Context: an optimization exercise on an open-source flow, tuned for a short achievable clock period and few clock cycles. The choices shown serve that exercise and are no tape-out recipe.
The RTL of this run was laid out without a check of its function.
Power figures rest on the tool's default switching activity, not on a simulated workload.

==> flow/design.v <==
package cpu_isa_pkg;
    typedef enum logic [6:0] {
        OPC_OP     = 7'b0110011,
        OPC_OP_IMM = 7'b0010011,
        OPC_LOAD   = 7'b0000011,
        OPC_STORE  = 7'b0100011,
        OPC_BRANCH = 7'b1100011
    } opcode_e;
    typedef enum logic [3:0] {
        ALU_ADD, ALU_SUB, ALU_AND, ALU_OR,
        ALU_XOR, ALU_SLL, ALU_SRL, ALU_SRA
    } alu_op_e;
    typedef enum logic [1:0] {
        BR_EQ, BR_NE, BR_LT, BR_GE
    } branch_cond_e;
    localparam logic [2:0] FUNCT3_ADD_SUB = 3'b000;
    localparam logic [2:0] FUNCT3_SLL     = 3'b001;
    localparam logic [2:0] FUNCT3_WORD    = 3'b010;   
    localparam logic [2:0] FUNCT3_XOR     = 3'b100;
    localparam logic [2:0] FUNCT3_SR      = 3'b101;   
    localparam logic [2:0] FUNCT3_OR      = 3'b110;
    localparam logic [2:0] FUNCT3_AND     = 3'b111;
    localparam logic [2:0] FUNCT3_BEQ     = 3'b000;
    localparam logic [2:0] FUNCT3_BNE     = 3'b001;
    localparam logic [2:0] FUNCT3_BLT     = 3'b100;
    localparam logic [2:0] FUNCT3_BGE     = 3'b101;
    localparam logic [6:0] FUNCT7_ALT     = 7'b0100000;   
endpackage
package cpu_pipe_pkg;
    localparam int XLEN    = 32;
    localparam int REG_AW  = 5;
    localparam int DMEM_AW = 15;   
    localparam logic [XLEN-1:0] RESET_PC = '0;
    typedef enum logic [1:0] {
        FWD_NONE,
        FWD_EX_MEM,
        FWD_MEM_WB
    } fwd_sel_e;
endpackage
module alu (
    input  logic [31:0] a_i,
    input  logic [31:0] b_i,
    input  logic [6:0]  op_i,    
    input  logic        sub_i,   
    output logic [31:0] y_o
);
    logic [31:0] sum;
    logic [31:0] sh_r;
    logic [31:0] sh_l;
    assign sum  = a_i + (sub_i ? ~b_i : b_i) + {31'b0, sub_i};
    assign sh_l = a_i << b_i[4:0];
    assign sh_r = 32'($signed({op_i[5] & a_i[31], a_i}) >>> b_i[4:0]);
    assign y_o = ({32{op_i[0]}} & (a_i & b_i))
               | ({32{op_i[1]}} & (a_i | b_i))
               | ({32{op_i[2]}} & (a_i ^ b_i))
               | ({32{op_i[3]}} & sh_l)
               | ({32{op_i[4] | op_i[5]}} & sh_r)
               | ({32{op_i[6]}} & sum);
endmodule
module reg_file (
    input  logic        clk,
    input  logic        rstn,
    input  logic [4:0]  ra1_i,
    input  logic [4:0]  ra2_i,
    output logic [31:0] rd1_o,
    output logic [31:0] rd2_o,
    input  logic [4:0]  wa_i,
    input  logic [31:0] wd_i,
    input  logic        we_i
);
    logic [31:0] regs [32];
    always_ff @(posedge clk or negedge rstn)
    begin
        if (!rstn)
        begin
            for (int i = 1; i < 32; i++)
                regs[i] <= '0;
        end
        else
        begin
            for (int i = 1; i < 32; i++)
                if (we_i && wa_i == 5'(i))
                    regs[i] <= wd_i;
        end
    end
    assign regs[0] = '0;
    assign rd1_o = regs[ra1_i];
    assign rd2_o = regs[ra2_i];
endmodule
module fetch_stage #(
    parameter int NBTB = 8
) (
    input  logic            clk,
    input  logic            rstn,
    input  logic            stall_i,
    input  logic            ex_redirect_i,      
    input  logic [31:0]     ex_target_i,
    input  logic            id_redirect_i,      
    input  logic [31:0]     id_target_i,
    input  logic            btb_ins_i,          
    input  logic [31:0]     btb_ins_pc_i,
    input  logic [31:0]     btb_ins_target_i,
    input  logic [NBTB-1:0] btb_inv_i,          
    input  logic [31:0]     instr_i,
    output logic [31:0]     pc_o,
    output logic            if_id_valid_o,
    output logic [31:0]     if_id_pc_o,
    output logic [31:0]     if_id_instr_o,
    output logic            if_id_pred_o,       
    output logic [31:0]     if_id_pred_target_o,
    output logic [NBTB-1:0] if_id_hit_o
);
    localparam int TW = 12;   
    logic [NBTB-1:0]  btb_valid;
    logic [TW-1:0]    btb_tag [NBTB];
    logic [31:0]      btb_target [NBTB];
    logic [NBTB-1:0]  btb_ptr;       
    logic [NBTB-1:0]  hit;
    logic [NBTB-1:0]  ins_hit;
    logic             pred;
    logic [31:0]      pred_target;
    logic [31:0]      pc_next;
    always_comb
    begin
        pred_target = '0;
        for (int i = 0; i < NBTB; i++)
        begin
            hit[i]     = btb_valid[i] && btb_tag[i] == pc_o[TW+1:2];
            ins_hit[i] = btb_valid[i] && btb_tag[i] == btb_ins_pc_i[TW+1:2];
            pred_target = pred_target | ({32{hit[i]}} & btb_target[i]);
        end
        pred = |hit;
    end
    always_comb
    begin
        if (ex_redirect_i)
            pc_next = ex_target_i;
        else if (id_redirect_i)
            pc_next = id_target_i;
        else if (stall_i)
            pc_next = pc_o;
        else if (pred)
            pc_next = pred_target;
        else
            pc_next = pc_o + 32'd4;
    end
    always_ff @(posedge clk or negedge rstn)
    begin
        if (!rstn)
            pc_o <= cpu_pipe_pkg::RESET_PC;
        else
            pc_o <= pc_next;
    end
    always_ff @(posedge clk or negedge rstn)
    begin
        if (!rstn)
        begin
            if_id_valid_o <= 1'b0;
            if_id_pred_o  <= 1'b0;
        end
        else if (ex_redirect_i || id_redirect_i)
        begin
            if_id_valid_o <= 1'b0;   
            if_id_pred_o  <= 1'b0;
        end
        else if (!stall_i)
        begin
            if_id_valid_o <= 1'b1;
            if_id_pred_o  <= pred;
        end
    end
    always_ff @(posedge clk)
    begin
        if (!stall_i)
        begin
            if_id_pc_o          <= pc_o;
            if_id_instr_o       <= instr_i;
            if_id_pred_target_o <= pred_target;
            if_id_hit_o         <= hit;
        end
    end
    always_ff @(posedge clk or negedge rstn)
    begin
        if (!rstn)
        begin
            btb_valid <= '0;
            btb_ptr   <= NBTB'(1);
        end
        else
        begin
            if (btb_ins_i && ins_hit == '0)
            begin
                btb_valid <= (btb_valid & ~btb_inv_i) | btb_ptr;
                btb_ptr   <= {btb_ptr[NBTB-2:0], btb_ptr[NBTB-1]};
            end
            else
                btb_valid <= btb_valid & ~btb_inv_i;
        end
    end
    always_ff @(posedge clk)
    begin
        for (int i = 0; i < NBTB; i++)
            if (btb_ins_i && ins_hit == '0 && btb_ptr[i])
            begin
                btb_tag[i]    <= btb_ins_pc_i[TW+1:2];
                btb_target[i] <= btb_ins_target_i;
            end
    end
endmodule
module decode_unit (
    input  logic [31:0] instr_i,
    output logic        use_rs1_o,
    output logic        use_rs2_o,
    output logic [4:0]  rd_o,         
    output logic [31:0] imm_o,        
    output logic [31:0] imm_b_o,
    output logic [6:0]  alu_op_o,     
    output logic        alu_sub_o,
    output logic        alu_src_imm_o,
    output logic        mem_read_o,
    output logic        mem_write_o,
    output logic        is_branch_o,
    output logic [3:0]  br_cond_o     
);
    logic [2:0] funct3;
    logic       alt;
    logic       reg_write;
    assign funct3  = instr_i[14:12];
    assign alt     = (instr_i[31:25] == cpu_isa_pkg::FUNCT7_ALT);
    assign imm_b_o = {{19{instr_i[31]}}, instr_i[31], instr_i[7], instr_i[30:25],
                      instr_i[11:8], 1'b0};
    assign rd_o    = reg_write ? instr_i[11:7] : 5'd0;
    always_comb
    begin
        use_rs1_o     = 1'b0;
        use_rs2_o     = 1'b0;
        reg_write     = 1'b0;
        imm_o         = {{20{instr_i[31]}}, instr_i[31:20]};
        alu_op_o      = 7'b1000000;
        alu_sub_o     = 1'b0;
        alu_src_imm_o = 1'b0;
        mem_read_o    = 1'b0;
        mem_write_o   = 1'b0;
        is_branch_o   = 1'b0;
        br_cond_o     = 4'b0000;
        case (instr_i[6:0])
            cpu_isa_pkg::OPC_OP:
            begin
                use_rs1_o = 1'b1;
                use_rs2_o = 1'b1;
                reg_write = 1'b1;
                case (funct3)
                    3'b000: alu_sub_o = alt;
                    3'b001: alu_op_o  = 7'b0001000;
                    3'b100: alu_op_o  = 7'b0000100;
                    3'b101: alu_op_o  = alt ? 7'b0100000 : 7'b0010000;
                    3'b110: alu_op_o  = 7'b0000010;
                    3'b111: alu_op_o  = 7'b0000001;
                    default: reg_write = 1'b0;
                endcase
            end
            cpu_isa_pkg::OPC_OP_IMM:
            begin
                use_rs1_o     = 1'b1;
                alu_src_imm_o = 1'b1;
                reg_write     = 1'b1;
                case (funct3)
                    3'b000: ;
                    3'b100: alu_op_o = 7'b0000100;
                    3'b110: alu_op_o = 7'b0000010;
                    3'b111: alu_op_o = 7'b0000001;
                    default: reg_write = 1'b0;
                endcase
            end
            cpu_isa_pkg::OPC_LOAD:
            begin
                use_rs1_o     = (funct3 == 3'b010);
                alu_src_imm_o = 1'b1;
                reg_write     = use_rs1_o;
                mem_read_o    = use_rs1_o;
            end
            cpu_isa_pkg::OPC_STORE:
            begin
                use_rs1_o     = (funct3 == 3'b010);
                use_rs2_o     = use_rs1_o;
                imm_o         = {{20{instr_i[31]}}, instr_i[31:25], instr_i[11:7]};
                alu_src_imm_o = 1'b1;
                mem_write_o   = use_rs1_o;
            end
            cpu_isa_pkg::OPC_BRANCH:
            begin
                case (funct3)
                    3'b000: br_cond_o = 4'b0001;
                    3'b001: br_cond_o = 4'b0010;
                    3'b100: br_cond_o = 4'b0100;
                    3'b101: br_cond_o = 4'b1000;
                    default: br_cond_o = 4'b0000;
                endcase
                is_branch_o = (br_cond_o != 4'b0000);
                use_rs1_o   = is_branch_o;
                use_rs2_o   = is_branch_o;
            end
            default: ;
        endcase
    end
endmodule
module hazard_unit (
    input  logic       id_valid_i,
    input  logic [4:0] id_rs1_i,
    input  logic [4:0] id_rs2_i,
    input  logic       id_use_rs1_i,
    input  logic       id_use_rs2_i,
    input  logic [4:0] ex_rd_i,         
    input  logic       ex_mem_read_i,
    input  logic [4:0] mem_rd_i,
    input  logic [4:0] wb_rd_i,
    output logic       stall_o,
    output logic       ex_fwd_a_o,      
    output logic       ex_fwd_b_o,
    output logic       id_mem_a_o,      
    output logic       id_mem_b_o,
    output logic       id_wb_a_o,       
    output logic       id_wb_b_o
);
    function automatic logic hit(input logic [4:0] rd, input logic [4:0] rs);
        hit = (rd != 5'd0) && (rd == rs);
    endfunction
    assign ex_fwd_a_o = hit(ex_rd_i, id_rs1_i);
    assign ex_fwd_b_o = hit(ex_rd_i, id_rs2_i);
    assign id_mem_a_o = hit(mem_rd_i, id_rs1_i);
    assign id_mem_b_o = hit(mem_rd_i, id_rs2_i);
    assign id_wb_a_o  = hit(wb_rd_i, id_rs1_i);
    assign id_wb_b_o  = hit(wb_rd_i, id_rs2_i);
    assign stall_o = id_valid_i && ex_mem_read_i
                  && ((id_use_rs1_i && ex_fwd_a_o) || (id_use_rs2_i && ex_fwd_b_o));
endmodule
module cpu_top (
    input  logic                             clk,
    input  logic                             rstn,
    output logic [cpu_pipe_pkg::XLEN-1:0]    imem_addr_o,
    input  logic [cpu_pipe_pkg::XLEN-1:0]    imem_data_i,
    output logic [cpu_pipe_pkg::DMEM_AW-1:0] dmem_addr_o,
    output logic [cpu_pipe_pkg::XLEN-1:0]    dmem_wdata_o,
    output logic                             dmem_we_o,
    input  logic [cpu_pipe_pkg::XLEN-1:0]    dmem_rdata_i
);
    localparam int NBTB = 8;
    logic            if_id_valid;
    logic [31:0]     if_id_pc;
    logic [31:0]     if_id_instr;
    logic            if_id_pred;
    logic [31:0]     if_id_pred_target;
    logic [NBTB-1:0] if_id_hit;
    logic            stall;
    logic            id_redirect;
    logic [31:0]     id_target;
    logic            ex_redirect;
    logic [31:0]     ex_target;
    logic [4:0]      id_rs1;
    logic [4:0]      id_rs2;
    logic            id_use_rs1;
    logic            id_use_rs2;
    logic [4:0]      id_rd;
    logic [31:0]     id_imm;
    logic [31:0]     id_imm_b;
    logic [6:0]      id_alu_op;
    logic            id_alu_sub;
    logic            id_alu_src_imm;
    logic            id_mem_read;
    logic            id_mem_write;
    logic            id_is_branch;
    logic [3:0]      id_br_cond;
    logic            id_back;
    logic            ex_fwd_a;
    logic            ex_fwd_b;
    logic            id_mem_a;
    logic            id_mem_b;
    logic            id_wb_a;
    logic            id_wb_b;
    logic [31:0]     rf_rd1;
    logic [31:0]     rf_rd2;
    logic [31:0]     id_a;
    logic [31:0]     id_b;
    logic            id_bubble;
    logic [4:0]      id_ex_rd;
    logic            id_ex_mem_read;
    logic            id_ex_mem_write;
    logic            id_ex_is_branch;
    logic [3:0]      id_ex_br_cond;
    logic            id_ex_pred;          
    logic            id_ex_btb_pred;      
    logic            id_ex_bad_target;
    logic [NBTB-1:0] id_ex_hit;
    logic            id_ex_fwd_a;
    logic            id_ex_fwd_b;
    logic [6:0]      id_ex_alu_op;
    logic            id_ex_alu_sub;
    logic            id_ex_alu_src_imm;
    logic [31:0]     id_ex_imm;
    logic [31:0]     id_ex_a;
    logic [31:0]     id_ex_b;
    logic [31:0]     id_ex_pc;
    logic [31:0]     id_ex_target;
    logic [31:0]     id_ex_pc4;
    logic [31:0]     ex_a;
    logic [31:0]     ex_b_reg;
    logic [31:0]     ex_b;
    logic [31:0]     ex_y;
    logic            ex_eq;
    logic            ex_lt;
    logic            ex_taken;
    logic [4:0]      ex_mem_rd;
    logic            ex_mem_mem_read;
    logic            ex_mem_mem_write;
    logic [31:0]     ex_mem_y;
    logic [31:0]     ex_mem_wdata;
    logic            ex_mem_btb_ins;
    logic [31:0]     ex_mem_btb_pc;
    logic [31:0]     ex_mem_btb_target;
    logic [NBTB-1:0] ex_mem_btb_inv;
    logic [31:0]     mem_val;
    logic [4:0]      mem_wb_rd;
    logic [31:0]     mem_wb_val;
    fetch_stage #(.NBTB(NBTB)) u_fetch (
        .clk(clk), .rstn(rstn), .stall_i(stall),
        .ex_redirect_i(ex_redirect), .ex_target_i(ex_target),
        .id_redirect_i(id_redirect), .id_target_i(id_target),
        .btb_ins_i(ex_mem_btb_ins), .btb_ins_pc_i(ex_mem_btb_pc),
        .btb_ins_target_i(ex_mem_btb_target), .btb_inv_i(ex_mem_btb_inv),
        .instr_i(imem_data_i), .pc_o(imem_addr_o),
        .if_id_valid_o(if_id_valid), .if_id_pc_o(if_id_pc), .if_id_instr_o(if_id_instr),
        .if_id_pred_o(if_id_pred), .if_id_pred_target_o(if_id_pred_target),
        .if_id_hit_o(if_id_hit)
    );
    decode_unit u_decode (
        .instr_i(if_id_instr),
        .use_rs1_o(id_use_rs1), .use_rs2_o(id_use_rs2), .rd_o(id_rd),
        .imm_o(id_imm), .imm_b_o(id_imm_b),
        .alu_op_o(id_alu_op), .alu_sub_o(id_alu_sub), .alu_src_imm_o(id_alu_src_imm),
        .mem_read_o(id_mem_read), .mem_write_o(id_mem_write),
        .is_branch_o(id_is_branch), .br_cond_o(id_br_cond)
    );
    assign id_rs1  = if_id_instr[19:15];
    assign id_rs2  = if_id_instr[24:20];
    assign id_back = if_id_instr[31];
    hazard_unit u_hazard (
        .id_valid_i(if_id_valid), .id_rs1_i(id_rs1), .id_rs2_i(id_rs2),
        .id_use_rs1_i(id_use_rs1), .id_use_rs2_i(id_use_rs2),
        .ex_rd_i(id_ex_rd), .ex_mem_read_i(id_ex_mem_read),
        .mem_rd_i(ex_mem_rd), .wb_rd_i(mem_wb_rd),
        .stall_o(stall), .ex_fwd_a_o(ex_fwd_a), .ex_fwd_b_o(ex_fwd_b),
        .id_mem_a_o(id_mem_a), .id_mem_b_o(id_mem_b),
        .id_wb_a_o(id_wb_a), .id_wb_b_o(id_wb_b)
    );
    reg_file u_rf (
        .clk(clk), .rstn(rstn), .ra1_i(id_rs1), .ra2_i(id_rs2),
        .rd1_o(rf_rd1), .rd2_o(rf_rd2),
        .wa_i(mem_wb_rd), .wd_i(mem_wb_val), .we_i(1'b1)
    );
    assign mem_val = ex_mem_mem_read ? dmem_rdata_i : ex_mem_y;
    assign id_a = id_mem_a ? mem_val : id_wb_a ? mem_wb_val : rf_rd1;
    assign id_b = id_mem_b ? mem_val : id_wb_b ? mem_wb_val : rf_rd2;
    assign id_target   = if_id_pc + id_imm_b;
    assign id_redirect = if_id_valid && id_is_branch && id_back && !if_id_pred && !stall;
    assign id_bubble   = !if_id_valid || stall || ex_redirect;
    always_ff @(posedge clk or negedge rstn)
    begin
        if (!rstn)
        begin
            id_ex_rd        <= '0;
            id_ex_mem_read  <= 1'b0;
            id_ex_mem_write <= 1'b0;
            id_ex_is_branch <= 1'b0;
            id_ex_pred      <= 1'b0;
            id_ex_btb_pred  <= 1'b0;
        end
        else if (id_bubble)
        begin
            id_ex_rd        <= '0;
            id_ex_mem_read  <= 1'b0;
            id_ex_mem_write <= 1'b0;
            id_ex_is_branch <= 1'b0;
            id_ex_pred      <= 1'b0;
            id_ex_btb_pred  <= 1'b0;
        end
        else
        begin
            id_ex_rd        <= id_rd;
            id_ex_mem_read  <= id_mem_read;
            id_ex_mem_write <= id_mem_write;
            id_ex_is_branch <= id_is_branch;
            id_ex_pred      <= if_id_pred || (id_is_branch && id_back);
            id_ex_btb_pred  <= if_id_pred;
        end
    end
    always_ff @(posedge clk)
    begin
        id_ex_br_cond     <= id_br_cond;
        id_ex_bad_target  <= if_id_pred_target != id_target;
        id_ex_hit         <= if_id_hit;
        id_ex_fwd_a       <= ex_fwd_a;
        id_ex_fwd_b       <= ex_fwd_b;
        id_ex_alu_op      <= id_alu_op;
        id_ex_alu_sub     <= id_alu_sub;
        id_ex_alu_src_imm <= id_alu_src_imm;
        id_ex_imm         <= id_imm;
        id_ex_a           <= id_a;
        id_ex_b           <= id_b;
        id_ex_pc          <= if_id_pc;
        id_ex_target      <= id_target;
        id_ex_pc4         <= if_id_pc + 32'd4;
    end
    assign ex_a     = id_ex_fwd_a ? ex_mem_y : id_ex_a;
    assign ex_b_reg = id_ex_fwd_b ? ex_mem_y : id_ex_b;
    assign ex_b     = id_ex_alu_src_imm ? id_ex_imm : ex_b_reg;
    alu u_alu (.a_i(ex_a), .b_i(ex_b), .op_i(id_ex_alu_op), .sub_i(id_ex_alu_sub), .y_o(ex_y));
    assign ex_eq    = ex_a == ex_b_reg;
    assign ex_lt    = $signed(ex_a) < $signed(ex_b_reg);
    assign ex_taken = id_ex_is_branch
                   && ((id_ex_br_cond[0] && ex_eq) || (id_ex_br_cond[1] && !ex_eq)
                    || (id_ex_br_cond[2] && ex_lt) || (id_ex_br_cond[3] && !ex_lt));
    assign ex_redirect = (ex_taken != id_ex_pred) || (ex_taken && id_ex_btb_pred && id_ex_bad_target);
    assign ex_target   = ex_taken ? id_ex_target : id_ex_pc4;
    always_ff @(posedge clk or negedge rstn)
    begin
        if (!rstn)
        begin
            ex_mem_rd        <= '0;
            ex_mem_mem_read  <= 1'b0;
            ex_mem_mem_write <= 1'b0;
            ex_mem_btb_ins   <= 1'b0;
            ex_mem_btb_inv   <= '0;
            mem_wb_rd        <= '0;
        end
        else
        begin
            ex_mem_rd        <= id_ex_rd;
            ex_mem_mem_read  <= id_ex_mem_read;
            ex_mem_mem_write <= id_ex_mem_write;
            ex_mem_btb_ins   <= ex_taken && !id_ex_btb_pred;
            ex_mem_btb_inv   <= (id_ex_btb_pred && ex_redirect) ? id_ex_hit : '0;
            mem_wb_rd        <= ex_mem_rd;
        end
    end
    always_ff @(posedge clk)
    begin
        ex_mem_y          <= ex_y;
        ex_mem_wdata      <= ex_b_reg;
        ex_mem_btb_pc     <= id_ex_pc;
        ex_mem_btb_target <= id_ex_target;
        mem_wb_val        <= mem_val;
    end
    assign dmem_addr_o  = ex_mem_y[cpu_pipe_pkg::DMEM_AW+1:2];   
    assign dmem_wdata_o = ex_mem_wdata;
    assign dmem_we_o    = ex_mem_mem_write;
endmodule
==> flow/run.sh <==
#!/bin/bash
# synth_recipe.tcl (not shown) runs the flow's synth.tcl, then flattens the netlist and writes it again
# the make line also repeats each setting of config.mk as NAME=value (left out here)
make -C /OpenROAD-flow-scripts/flow DESIGN_CONFIG=/design/flow/config.mk WORK_HOME=/design/flow/orfs CLKGATE_MAP_FILE= SYNTH_SCRIPT=/design/flow/synth_recipe.tcl finish
==> flow/config.mk <==
export PLATFORM = sky130hd
export DESIGN_NAME = cpu_top
export DESIGN_NICKNAME = cpu_top
export VERILOG_FILES = /design/flow/design.v
export SDC_FILE = /design/flow/constraint.sdc
export NUM_CORES = 4
export LEC_CHECK = 0
export CAP_MARGIN = 20
export CORE_MARGIN = 2
export CORE_UTILIZATION = 40
export SLEW_MARGIN = 20
==> flow/constraint.sdc <==
create_clock -name core_clock -period 10.0 [get_ports {clk}]
set_input_delay 2.0000 -clock core_clock [delete_from_list [all_inputs] [get_ports {clk}]]
set_output_delay 2.0000 -clock core_clock [all_outputs]
set_load 0.01 [all_outputs]
==> run notes <==
layout make-up:
cell class / instances / share of cell area (%)
clock buffers: 281 / 5.544
well taps: 2975 / 3.677
multi-input cells: 4885 / 39.53
flip-flops and latches: 1844 / 46.30
diodes: 20 / 0.04944
repair buffers: 379 / 3.280
clock inverters: 73 / 0.8701
inverters: 201 / 0.7477
metrics by stage:
| step | area [µm²] | total power, mW |
|---|---|---|
| finish | 101200 | 17.44 |
| global route | 101200 | 17.93 |
| CTS | 101100 | 17.43 |
| detailed placement | 94620 | 10.13 |
| global placement | 94620 | 10.11 |
| floorplan | 89360 | 9.321 |
power by group through the flow:
| stage | clock (mW) | combinational [mW] | sequential, mW |
|---|---|---|---|
| after floorplan | 0 | 0.931 | 8.39 |
| after global placement | 0 | 1.49 | 8.63 |
| final | 7.39 | 1.54 | 8.50 |
| after global routing | 7.76 | 1.65 | 8.53 |
| after detailed placement | 0 | 1.50 | 8.63 |
| after CTS | 7.42 | 1.51 | 8.49 |
critical path, cell delays in order, from the launching register on:
cell      delay, ns
dfxtp_2        0.31
buf_4          0.45
mux2i_1        0.49
inv_1          0.17
ha_1           0.31
nand4_1        0.18
nor3_1         0.28
nor3b_1        0.88
nand3_1        0.20
mux2_2         0.35
or3_1          0.39
o311ai_4       0.11
buf_4          0.62
mux2_4         0.65
nor2_1         0.13
a221oi_2       0.28
worst max-delay path by stage:
stage | to | start | cells past startpoint
after floorplan | id_ex_rd[0]$_DFF_PN0_ | u_fetch.if_id_instr_o[23]$_DFFE_PN_ | 10
after global placement | u_fetch.pc_o[30]$_DFFE_PN0P_ | id_ex_fwd_a$_DFF_P_ | 14
after detailed placement | u_fetch.pc_o[30]$_DFFE_PN0P_ | id_ex_fwd_a$_DFF_P_ | 15
after CTS | u_fetch.pc_o[30]$_DFFE_PN0P_ | id_ex_fwd_a$_DFF_P_ | 15
after global routing | u_fetch.pc_o[30]$_DFFE_PN0P_ | id_ex_fwd_a$_DFF_P_ | 15
final | u_fetch.pc_o[30]$_DFFE_PN0P_ | id_ex_fwd_a$_DFF_P_ | 15
logic make-up (layout without fill, tap and decap cells):
logic type,Yosys count,in the layout,synth area share [%]
AO/OA/AOI/OAI,1887,1887,15.93
XOR/XNOR,388,388,3.851
adder cells (fa/ha/maj),161,161,2.271
buffers and inverters,831,934,3.685
flip-flops,1844,1844,52.43
multiplexers,1215,1215,15.12
other,0,20,0
AND/OR/NAND/NOR,1234,1234,6.711
Yosys cell counts (14+ instances only):
| master | count | share of area, % |
|---|---|---|
| a22oi_1 | 340 | 2.9 |
| buf_4 | 20 | 0.17 |
| a211o_1 | 14 | 0.14 |
| a221oi_1 | 348 | 3.4 |
| inv_1 | 197 | 0.83 |
| buf_1 | 87 | 0.37 |
| and2_1 | 18 | 0.13 |
| nor4_1 | 46 | 0.32 |
| o211ai_1 | 25 | 0.21 |
| xnor2_1 | 273 | 2.7 |
| and3_1 | 25 | 0.18 |
| dfrtp_1 | 1072 | 30 |
| a211oi_1 | 120 | 1.0 |
| clkbuf_1 | 474 | 2.0 |
| ha_1 | 159 | 2.2 |
| a21oi_1 | 258 | 1.4 |
| nand3_1 | 243 | 1.4 |
| nor3_1 | 116 | 0.65 |
| nor2b_1 | 20 | 0.14 |
| dfxtp_1 | 315 | 7.1 |
| nand2b_1 | 19 | 0.13 |
| edfxtp_1 | 456 | 15 |
| nand2_1 | 243 | 1.0 |
| mux2i_1 | 145 | 1.6 |
| buf_2 | 43 | 0.24 |
| mux2_2 | 1067 | 13 |
| a22o_1 | 344 | 3.4 |
| a31oi_1 | 15 | 0.11 |
| a21o_1 | 37 | 0.31 |
| o21ai_0 | 187 | 1.0 |
| nand4_1 | 134 | 0.94 |
| xor2_1 | 112 | 1.1 |
| a222oi_1 | 76 | 0.85 |
| nor2_1 | 304 | 1.3 |
layer usage:
metal / vias to the layer above / wire length [µm] / share of wire, %
met4: 30 / 29430 / 7.6
met1: 36590 / 148000 / 38
met2: 5679 / 160100 / 41
met3: 1698 / 51390 / 13
met5: - / 341 / 0.088
li1: 28690 / - / -
==> flow_summary_export.csv <==
group,metric,value,unit
status,status,"timing/DRC/antenna clean",
worst_hold_path,hp-class,"flip-flop to flip-flop",
clocking,clockRootBuffer,"clkbuf_16",
synthesis,ys.flop_type,"dfrtp_1",
finish,top_register,"u_rf.regs",
global_routing,grt_pass1_wl,542000,µm
drt,first_pass_iters,12,
synthesis,synth-seq-area-share,52.43,%
clocking,cts.clk_slew.worst_paths,0.06,ns
finish,area_growth,13.30,%
synthesis,yosysUniqueCellTypes,94,
setup_path,rrSetupSlack,3.99,ns
global_routing,busiest_layer,"met2",
pwr,switchingPower,4.629,mW
synthesis,synth_edf_count,456,
setup_path,end_kind,"flip-flop",
pwr,p_int,12.81,mW
placed_design,gp_congestion,0.9764,
setup_path,critPathLaunchType,"flip-flop",
drt,ant_nets,0,
pwr,combPwrFrac,8.8,%
timing,hold_ws,0.3277,ns
setup_path,r2r_cells,15,
clocking,insertion_delay,0.88,ns
setup_path,reg2reg_from,"id_ex_fwd_a$_DFF_P_",
timing,finalHoldViolCount,0,
finish,final_cells,10660,
finish,mostFrequentLayoutCell,"dfrtp_1",
finish,fin_nets,7728,
timing,post-route-period-util,60.09,%
floorplan,core.rowCount,173,
drt,vias,72680,
synthesis,syn-num-nets,7787,
synthesis,ys_warn_count,9,
finish,fin_util,45.58,%
clocking,cts-htree-levels,4,
timing,setup_viol_count_final,0,
clocking,cts_sinks,1844,
finish,seq_area,46880,µm²
timing,slew_violations,0,
finish,fillers,20330,
clocking,clockBufferDepth,3,
pwr,vdd_drop_max,0.1687,mV
setup_path,arrival,6.77,ns
synthesis,synthCells,7560,
global_routing,grt_pass1_vias,69910,
clocking,cts_hold_buf,0,
floorplan,fp.dieH,476.6,µm
finish,drive_gt1_share,23.27,%
pwr,p_per_area,172.2,nW/µm²
timing,fin_setup_tns,0,ns
placed_design,dpl.cell_count,10280,
synthesis,synth_seq_cells,1844,
finish,multi_input_area,40020,µm²
floorplan,initial_core_util,40.23,%
global_routing,antenna_found_initial,25,
finish,largest_reg_flops,992,
timing,worst_pin_slew,1.297,ns
pwr,p_seq_share,48.8,%
clocking,cts_resized,0,
finish,top_regs,"u_rf.regs x992, u_fetch.btb_target x256, u_fetch.btb_tag x96",
finish,layout_common_cells,"dfrtp_1, mux2_2, edfxtp_1",
pwr,p_leak,43.78,nW
timing,maxClockFrequency,166.4,MHz
placed_design,place_hpwl,232100,µm
timing,slew_headroom,12.89,%
setup_path,cp_max_fo,43,
floorplan,fp.dieW,476.6,µm
pwr,clkPwrFrac,42.4,%
drt,drc_errors,0,
timing,finalWorstSetupSlack,3.991,ns
worst_hold_path,min_to,"ex_mem_btb_pc[12]$_DFF_P_",
setup_path,worstPathRequired,10.76,ns
timing,rsz0062_at_grt,"false",
global_routing,grt-ovfl-total,0,
worst_hold_path,hp-start,"id_ex_pc[12]$_DFF_P_",
clocking,postCtsSetupRepairBufs,0,
timing,clock_skew,0.07044,ns
drt,drtIter0Drc,12910,
clocking,cts_tree,"done",
timing,final.min_clock_period,6.009,ns
floorplan,core,222100,µm²
global_routing,grt_max_degree,160,
drt,via_per_inst,6.819,
synthesis,avgSynthCellArea,11.82,µm²
clocking,numCtsBuffers,190,
run,drv_cap,0,
global_routing,use_met2,47.07,%
global_routing,grt_usage,33.07,%
floorplan,pin_count,146,
placed_design,numPortBuffers,145,
drt,post_drt_wl_per_cell,36.52,µm
setup_path,crit_type,"flip-flop to flip-flop",
synthesis,netlist_area,89360,µm²
setup_path,r2r-end,"u_fetch.pc_o[30]$_DFFE_PN0P_",
worst_hold_path,holdPathStages,0,
drt,totalWireLength,389200,µm
pwr,switching_share,26.54,%
global_routing,grtUsageMet1,42.85,%
global_routing,grt_use_met3,12.02,%
synthesis,synthArstFlopShare,58.19,%
floorplan,dieArea,227200,µm²
placed_design,dp_slack,4.062,ns

-- static timing again, ports no longer ideal --
In the flow no input, the clock included, has a driving cell. The finished layout below was timed again as built, in two steps. Step 1 assumes that a clkbuf_16 drives the clock port and a buf_2 every other input. Step 2 times the ports against the registers' clock, not the clock port: input delays grow and output delays shrink by t, the midpoint of the rising clock arrivals with the driver on. Three values: ideal ports, drivers, drivers and shift; two values: the first two.
t (ns): 0.928
slack for setup (ns): 3.991 / 3.991 / 3.991
hold slack, ns: 0.328 / 0.328 / 0.328
latest minus earliest clock arrival (ns): 0.083 / 0.084
worst data-port slew with drivers (ns): 0.15
After both steps this run still meets setup and hold. For this run, drivers alone change the setup slack by 0.000 ns; drivers and shift together by 0.000 ns.
